What follows belongs to an exercise in optimizing a design on an open flow for small area, a short achievable clock period and few clock cycles; a production flow would make more cautious choices. The RTL was checked by simulation tests, not by an equivalence proof against the original design. No activity file was given, so power comes from the tool's default toggle rates.

## P
Design cpu, start of the top module:
module cpu (
	input  logic i_clk,
	input  logic i_reset,
	input  logic i_load_addr,
	input  logic i_load_data,
	input  logic i_execute,
	input  cpu_pkg::byte_t i_data_in,
	output cpu_pkg::byte_t o_data_out,
	output logic o_waiting
);
For scale: ~5500 cells after synthesis, ~2200 flip-flops, roughly 22 I/O pins.
make LEC_CHECK=0 CAP_MARGIN=20 CORE_MARGIN=2 CORE_UTILIZATION=55 CTS_BUF_LIST=sky130_fd_sc_hd__clkbuf_8 CTS_CLUSTER_DIAMETER=50 CTS_CLUSTER_SIZE=16 SETUP_SLACK_MARGIN=2.6 SLEW_MARGIN=20 finish   # period 6.5 ns
run.sh (not shown) runs the stock make flow with config.mk's settings and CLKGATE_MAP_FILE= SYNTH_SCRIPT=/design/flow/synth_recipe.tcl, a recipe that flattens the netlist after the stock synthesis.
P completed every stage of the flow, and the final layout passed the timing, DRC and antenna checks.
Testbench counts of P, summed over its fixed seeds: cycles 11,872.
### P -> Q
--- a/flow/design.v
+++ b/flow/design.v
@@ -140,16 +140,17 @@
 	logic run;
 	logic waiting;
 	cpu_pkg::byte_t regs [8];
 	cpu_pkg::byte_t rax;
 	cpu_pkg::byte_t rfl;
 	cpu_pkg::byte_t pa;
 	logic [5:0] prow0, prow1, prow2, prow3;
 	logic [1:0] plo;
+	assign pa = {prow3, plo};
 	logic e_math, e_ldfm, e_ldfi, e_cpfr, e_stom;
 	cpu_pkg::byte_t e_x, e_y, e_r2, e_r3;
 	logic la_q;
 	cpu_pkg::byte_t din_q;
 	cpu_pkg::byte_t haddr;
 	cpu_pkg::byte_t dout;
 	cpu_pkg::byte_t b0, b1, b2;
 	cpu_pkg::byte_t waddr;
@@ -246,21 +247,18 @@
 	assign n_p1 = (opl == 4'h1);
 	assign n_p2 = (opl == 4'h4) || (opl == 4'ha && !c_jinz) || (opl == 4'hb && !c_jieq) ||
 		(opl == 4'hc && !c_jilt) || (opl == 4'hd && !c_jigt);
 	assign n_p3 = !(n_x || n_y || n_p1 || n_p2);
 	cpu_pkg::byte_t st_off;
 	logic conflict;
 	assign st_off = e_y - pa;
 	assign conflict = e_stom && (st_off < 8'd3);
-	cpu_pkg::byte_t pa_next;
 	logic [25:0] win_next;
 	always_comb begin
-		pa_next = ({8{n_x}} & x) | ({8{n_p1}} & pa1) | ({8{n_p2}} & pa2) |
-			({8{n_y || n_p3}} & pa3);
 		win_next = ({26{n_x}} & rows_of(x)) | ({26{n_y}} & rows_of(y)) |
 			({26{n_p1}} & rows_of(pa1)) | ({26{n_p2}} & rows_of(pa2)) |
 			({26{n_p3}} & rows_of(pa3));
 	end
 	function automatic [7:0] src_val(input [7:0] code, input [7:0] r0, input [7:0] r1,
 			input [7:0] r2, input [7:0] r3, input [7:0] r4, input [7:0] r5,
 			input [7:0] r6, input [7:0] r7, input [7:0] d, input [7:0] a,
 			input [7:0] f, input [7:0] yy, input [7:0] p2, input [7:0] p3);
@@ -322,54 +320,50 @@
 			for (int i = 0; i < 8; i++) regs[i] <= 8'd0;
 			rax <= 8'd0;
 			rfl <= 8'd0;
 			e_math <= 1'b0;
 			e_ldfm <= 1'b0;
 			e_ldfi <= 1'b0;
 			e_cpfr <= 1'b0;
 			e_stom <= 1'b0;
-			pa <= i_data_in;
 			{prow3, prow2, prow1, prow0, plo} <= rows_of(i_data_in);
 		end else begin
 			la_q <= i_load_addr;
 			for (int i = 0; i < 8; i++) begin
 				if (wr_en && e_x == 8'(i)) regs[i] <= wr_val;
 			end
 			if (wr_en && e_x == 8'd9) rax <= wr_val;
 			if (e_math) begin
 				rax <= alu_res;
 				rfl <= alu_flags;
 			end
 			if (!run) begin
 				if (i_execute) begin
 					run <= 1'b1;
 					waiting <= 1'b0;
 					e_stom <= 1'b0;
-					pa <= 8'd0;
 					{prow3, prow2, prow1, prow0, plo} <= '0;
 				end else begin
 					e_stom <= i_load_data;
-					pa <= i_data_in;
-					{prow3, prow2, prow1, prow0, plo} <= rows_of(i_data_in);
+							{prow3, prow2, prow1, prow0, plo} <= rows_of(i_data_in);
 				end
 			end else if (e_ldfm || conflict) begin
 				e_math <= 1'b0;
 				e_ldfm <= 1'b0;
 				e_ldfi <= 1'b0;
 				e_cpfr <= 1'b0;
 				e_stom <= 1'b0;
-				{prow3, prow2, prow1, prow0, plo} <= rows_of(pa);
+				{prow3, prow2, prow1, prow0, plo} <= rows_of(e_r3);
 			end else begin
 				e_math <= is_math;
 				e_ldfm <= is_ldfm;
 				e_ldfi <= is_ldfi;
 				e_cpfr <= is_cpfr;
 				e_stom <= is_stom;
-				pa <= pa_next;
 				{prow3, prow2, prow1, prow0, plo} <= win_next;
 				if (is_halt) begin
 					run <= 1'b0;
 					waiting <= 1'b1;
 				end
 			end
 		end
 	end
- Q reached the end of the flow, and the finished layout is clean on the timing, DRC and antenna checks.
- The count of buffer and inverter cells on the critical path of Q exceeds that of P by 1.
- Q vs P — aggregate routed wire length climbed by a few percent
- Q against P: clock group share of total power +3.1 points; area of the placeable core ~0 delta; multi-input combinational cell count +11%.
- Non-clock buffer count in Q is 7.7% lower than in P
Testbench counts of Q, summed over its fixed seeds: cycles 11,872.

==> static timing again, ports no longer ideal <==
No port has a modelled driver above. Below, the same layouts with a new extraction and two added sets of constraints.
Step 1: set_driving_cell puts a clkbuf_16 on i_clk and a buf_2 on each other input, an assumption about the parent block.
Step 2, shift: input delay + t, output delay - t, t = (earliest + latest rising clock arrival at the registers) / 2. This alone moves slack from input paths to output paths.
a / b / c = ideal ports / drivers / drivers and shift; a / b = the first two.
run | t, ns | slack for setup (ns) | hold slack, ns | latest minus earliest clock arrival (ns) | worst data-port slew with drivers (ns)
P | 1.083 | 2.205 / 2.205 / 2.205 | 0.447 / 0.447 / 0.447 | 0.064 / 0.063 | 0.03
Q | 1.075 | 2.081 / 2.081 / 2.081 | 0.464 / 0.464 / 0.464 | 0.049 / 0.049 | 0.04
After both steps every run listed still meets setup and hold.
